From an optimization exercise on the open Yosys and OpenROAD flow, aimed at small area; shortcuts taken in it are not production practice. Where RTL was checked, it was by simulation tests only, not by an equivalence proof against the original. Power figures rest on the tool's default switching activity, not on a simulated workload.

==> flow/design.v <==
`default_nettype none
module scan_ctrl_top (
    input  wire         clk,
    input  wire         reset,
    input  wire         rx_valid_i,
    input  wire  [7:0]  rx_data_i,
    output logic        tx_valid_o,
    output logic [7:0]  tx_data_o,
    input  wire         tx_ready_i,
    output logic        crc_err_o,
    output logic [2:0]  start_o,
    output logic [15:0] nx_pix_o,
    output logic [15:0] ny_pix_o,
    output logic [31:0] pixel_time_o
);
    localparam int SB = 19;  
    function automatic logic [7:0] crc_step(input logic [7:0] crc, input logic [7:0] data);
        logic [7:0] c;
        c = crc ^ data;
        for (int i = 0; i < 8; i++) begin
            c = c[7] ? ((c << 1) ^ 8'h07) : (c << 1);
        end
        crc_step = c;
    endfunction
    function automatic logic [7:0] crc_mat(input logic [7:0] x);
        crc_mat[0] = x[0] ^ x[6] ^ x[7];
        crc_mat[1] = x[0] ^ x[1] ^ x[6];
        crc_mat[2] = x[0] ^ x[1] ^ x[2] ^ x[6];
        crc_mat[3] = x[1] ^ x[2] ^ x[3] ^ x[7];
        crc_mat[4] = x[2] ^ x[3] ^ x[4];
        crc_mat[5] = x[3] ^ x[4] ^ x[5];
        crc_mat[6] = x[4] ^ x[5] ^ x[6];
        crc_mat[7] = x[5] ^ x[6] ^ x[7];
    endfunction
    logic [4:0] rx_pos;
    logic [7:0] rx_crc;
    logic [2:0] rx_code;    
    logic       chk_q;      
    logic       crc_ok;
    logic       cmd_valid;
    assign crc_ok    = (rx_crc == 8'h00);
    assign cmd_valid = chk_q && crc_ok;
    assign crc_err_o = chk_q && !crc_ok;
    always_ff @(posedge clk) begin
        if (reset) begin
            rx_pos <= 5'd0;
            chk_q  <= 1'b0;
        end else begin
            chk_q <= rx_valid_i && (rx_pos == 5'd28);
            if (rx_valid_i) begin
                if (rx_pos == 5'd0) begin
                    if (rx_data_i == 8'hA5) rx_pos <= 5'd1;
                end else if (rx_pos == 5'd28) begin
                    rx_pos <= 5'd0;
                end else begin
                    rx_pos <= rx_pos + 5'd1;
                end
            end
        end
    end
    always_ff @(posedge clk) begin
        if (rx_pos == 5'd0) begin
            rx_crc <= 8'h00;
        end else if (rx_valid_i) begin
            rx_crc <= crc_mat(rx_crc ^ rx_data_i);
        end
        if (rx_valid_i && rx_pos == 5'd1) begin
            rx_code <= (rx_data_i[7:3] == 5'd0) ? rx_data_i[2:0] : 3'd7;
        end
    end
    logic       req_q;
    logic [1:0] pbank;       
    logic [1:0] cnt;
    logic       accept, is_cfg;
    logic       ack;
    assign accept = cmd_valid && (start_o == 3'b000) && !req_q;
    assign is_cfg = !rx_code[2];
    always_ff @(posedge clk) begin
        if (reset) begin
            req_q   <= 1'b0;
            start_o <= 3'b000;
            cnt     <= 2'd0;
        end else begin
            if (accept && is_cfg) begin
                req_q <= 1'b1;
            end else if (ack) begin
                req_q <= 1'b0;
            end
            if (accept && rx_code[2] && rx_code != 3'd7) begin
                start_o <= {rx_code == 3'd6, rx_code == 3'd5, rx_code == 3'd4};
                cnt     <= 2'd3;
            end else if (cnt != 2'd0) begin
                cnt <= cnt - 2'd1;
            end else begin
                start_o <= 3'b000;
            end
        end
    end
    always_ff @(posedge clk) begin
        if (accept && is_cfg) pbank <= rx_code[1:0];
    end
    logic [2:0] s_oh, t_oh;
    always_ff @(posedge clk) begin
        if (reset) begin
            s_oh <= 3'b001;
        end else if (accept && is_cfg) begin
            s_oh <= {s_oh[1:0], s_oh[2]};
        end
    end
    assign t_oh = req_q ? {s_oh[1:0], s_oh[2]} : {s_oh[0], s_oh[2:1]};
    logic [SB*8-1:0] slot [3];
    logic            rx_shift, tx_shift;
    logic [4:0]      tx_pos;
    assign rx_shift = rx_valid_i && rx_pos != 5'd0 && rx_pos <= 5'd20;
    always_ff @(posedge clk) begin
        for (int k = 0; k < 3; k++) begin
            if ((rx_shift && s_oh[k]) || (tx_shift && t_oh[k])) begin
                slot[k] <= {slot[k][(SB-1)*8-1:0], rx_data_i};
            end
        end
    end
    logic [2:0]  scan_sel;
    logic        scan_hold;
    logic [63:0] scan_q, scan_d;
    assign scan_sel  = (accept && rx_code == 3'd0 && !reset) ? s_oh : 3'b000;
    assign scan_hold = !(reset || (accept && rx_code == 3'd0));
    always_comb begin
        scan_d = {64{scan_hold}} & scan_q;
        for (int k = 0; k < 3; k++) begin
            scan_d = scan_d | ({64{scan_sel[k]}} & {slot[k][15*8 +: 32], slot[k][3*8 +: 32]});
        end
    end
    always_ff @(posedge clk) scan_q <= scan_d;
    assign {nx_pix_o, ny_pix_o, pixel_time_o} = scan_q;
    logic [1:0] tbank;
    logic [7:0] tx_crc;
    logic [7:0] top;
    logic       xfer;
    logic       in_data;
    logic [4:0] nbytes;
    assign tx_valid_o = (tx_pos != 5'd0);
    assign xfer       = tx_valid_o && tx_ready_i;
    assign ack        = (tx_pos == 5'd0) && req_q;
    assign in_data    = (tx_pos >= 5'd3) && (tx_pos <= 5'd28);
    assign tx_shift   = xfer && in_data;
    always_comb begin
        top = '0;
        for (int k = 0; k < 3; k++) begin
            if (t_oh[k]) top = top | slot[k][(SB-1)*8 +: 8];
        end
    end
    always_comb begin
        case (tbank)
            2'd0:    nbytes = 5'd16;
            2'd1:    nbytes = 5'd18;
            2'd2:    nbytes = 5'd19;
            default: nbytes = 5'd13;
        endcase
    end
    logic [7:0] pay;
    assign pay = (tx_pos - 5'd3 < nbytes) ? top : 8'hF0;
    always_comb begin
        if (tx_pos == 5'd1)       tx_data_o = 8'hA5;
        else if (tx_pos == 5'd2)  tx_data_o = {6'd0, tbank};
        else if (tx_pos == 5'd29) tx_data_o = tx_crc;
        else                      tx_data_o = pay;
    end
    always_ff @(posedge clk) begin
        if (reset) begin
            tx_pos <= 5'd0;
        end else if (tx_pos == 5'd0) begin
            if (req_q) tx_pos <= 5'd1;
        end else if (xfer) begin
            tx_pos <= (tx_pos == 5'd29) ? 5'd0 : tx_pos + 5'd1;
        end
    end
    always_ff @(posedge clk) begin
        if (ack) tbank <= pbank;
        if (tx_pos == 5'd0) begin
            tx_crc <= {4'd0, pbank[1], ^pbank, ^pbank, pbank[0]};
        end else if (tx_shift) begin
            tx_crc <= crc_mat(tx_crc ^ pay);
        end
    end
endmodule
`default_nettype wire
Settings: LEC_CHECK=0, ABC_AREA=0, CAP_MARGIN=20, CORE_MARGIN=2, CORE_UTILIZATION=65, SLEW_MARGIN=20; clock period 6.0 ns.
standard.sh (not shown) runs the stock make flow with config.mk's settings and CLKGATE_MAP_FILE= SYNTH_SCRIPT=/design/flow/synth_recipe.tcl, a recipe that flattens the netlist after the stock synthesis.
==> flow/flow/run.sh <==
#!/bin/bash
set -euo pipefail
export BUFFER_PORTS_ARGS="-buffer_cell sky130_fd_sc_hd__buf_1"
export CTS_ARGS="-sink_clustering_enable -repair_clock_nets -dont_use_dummy_load -buf_list sky130_fd_sc_hd__clkbuf_8 -sink_clustering_size 18 -sink_clustering_max_diameter 60"
bash standard.sh > standard_make.log 2>&1
Change:
--- a/flow/design.v
+++ b/flow/design.v
@@ -111,5 +111,4 @@
     logic [SB*8-1:0] slot [3];
     logic            rx_shift, tx_shift;
-    logic [4:0]      tx_pos;
     assign rx_shift = rx_valid_i && rx_pos != 5'd0 && rx_pos <= 5'd20;
     always_ff @(posedge clk) begin
@@ -133,4 +132,9 @@
     always_ff @(posedge clk) scan_q <= scan_d;
     assign {nx_pix_o, ny_pix_o, pixel_time_o} = scan_q;
+    localparam logic [4:0] TX_IDLE = 5'd27;
+    localparam logic [4:0] TX_HEAD = 5'd30;
+    localparam logic [4:0] TX_ADDR = 5'd31;
+    localparam logic [4:0] TX_CRC  = 5'd26;
+    logic [4:0] tx_pos;
     logic [1:0] tbank;
     logic [7:0] tx_crc;
@@ -138,9 +142,12 @@
     logic       xfer;
     logic       in_data;
-    logic [4:0] nbytes;
-    assign tx_valid_o = (tx_pos != 5'd0);
+    logic       idle;
+    logic       pad;
+    logic [7:0] pay;
+    assign idle       = (tx_pos == TX_IDLE);
+    assign tx_valid_o = !idle;
     assign xfer       = tx_valid_o && tx_ready_i;
-    assign ack        = (tx_pos == 5'd0) && req_q;
-    assign in_data    = (tx_pos >= 5'd3) && (tx_pos <= 5'd28);
+    assign ack        = idle && req_q;
+    assign in_data    = (tx_pos < 5'd26);
     assign tx_shift   = xfer && in_data;
     always_comb begin
@@ -152,30 +159,31 @@
     always_comb begin
         case (tbank)
-            2'd0:    nbytes = 5'd16;
-            2'd1:    nbytes = 5'd18;
-            2'd2:    nbytes = 5'd19;
-            default: nbytes = 5'd13;
+            2'd0:    pad = (tx_pos >= 5'd16);
+            2'd1:    pad = (tx_pos >= 5'd18);
+            2'd2:    pad = (tx_pos >= 5'd19);
+            default: pad = (tx_pos >= 5'd13);
         endcase
     end
-    logic [7:0] pay;
-    assign pay = (tx_pos - 5'd3 < nbytes) ? top : 8'hF0;
+    assign pay = pad ? 8'hF0 : top;
     always_comb begin
-        if (tx_pos == 5'd1)       tx_data_o = 8'hA5;
-        else if (tx_pos == 5'd2)  tx_data_o = {6'd0, tbank};
-        else if (tx_pos == 5'd29) tx_data_o = tx_crc;
-        else                      tx_data_o = pay;
+        case (tx_pos)
+            TX_HEAD: tx_data_o = 8'hA5;
+            TX_ADDR: tx_data_o = {6'd0, tbank};
+            TX_CRC:  tx_data_o = tx_crc;
+            default: tx_data_o = pay;
+        endcase
     end
     always_ff @(posedge clk) begin
         if (reset) begin
-            tx_pos <= 5'd0;
-        end else if (tx_pos == 5'd0) begin
-            if (req_q) tx_pos <= 5'd1;
+            tx_pos <= TX_IDLE;
+        end else if (idle) begin
+            if (req_q) tx_pos <= TX_HEAD;
         end else if (xfer) begin
-            tx_pos <= (tx_pos == 5'd29) ? 5'd0 : tx_pos + 5'd1;
+            tx_pos <= tx_pos + 5'd1;
         end
     end
     always_ff @(posedge clk) begin
         if (ack) tbank <= pbank;
-        if (tx_pos == 5'd0) begin
+        if (idle) begin
             tx_crc <= {4'd0, pbank[1], ^pbank, ^pbank, pbank[0]};
         end else if (tx_shift) begin
The changed run completed with no timing, DRC or antenna violations.
Setup slack improves by 370 ps.
Sequential power grows by roughly a tenth.
Die area decreases slightly.
Power rose by about a fifth.
Non-clock buffer count goes up by 6.
Final cell count rises slightly.
Global-route usage rose by 0.78 points.
Core utilization barely changes.
Wire length increases by a few percent.
First-iteration DRC count is higher by a few percent.
Via count came out higher slightly.
Clock skew falls by 6.1 ps.
Sequential cell count does not change.
Function not checked in the first run of this note: the RTL went through the layout flow alone.

[what the ideal ports hide]
No port has a modelled driver above. Below, the same layouts with a new extraction and two added sets of constraints.
Step 1: set_driving_cell puts a clkbuf_16 on clk and a buf_2 on each other input, an assumption about the parent block.
Step 2 times the ports against the registers' clock, not the clock port: input delays grow and output delays shrink by t, the midpoint of the rising clock arrivals with the driver on.
Slacks: ideal ports / drivers / drivers and shift; pairs: ideal ports / drivers.
run | t, ns | setup WS [ns] | worst setup path at the end | latest minus earliest clock arrival (ns) | slew at the worst register clock pin (ns)
the first run | 0.579 | 1.553 / 1.507 / 2.086 | register to output | 0.086 / 0.086 | 0.11 / 0.11
the second run | 0.575 | 1.923 / 1.875 / 2.154 | input to register | 0.080 / 0.079 | 0.11 / 0.11
After both steps setup and hold are still met in every run listed.
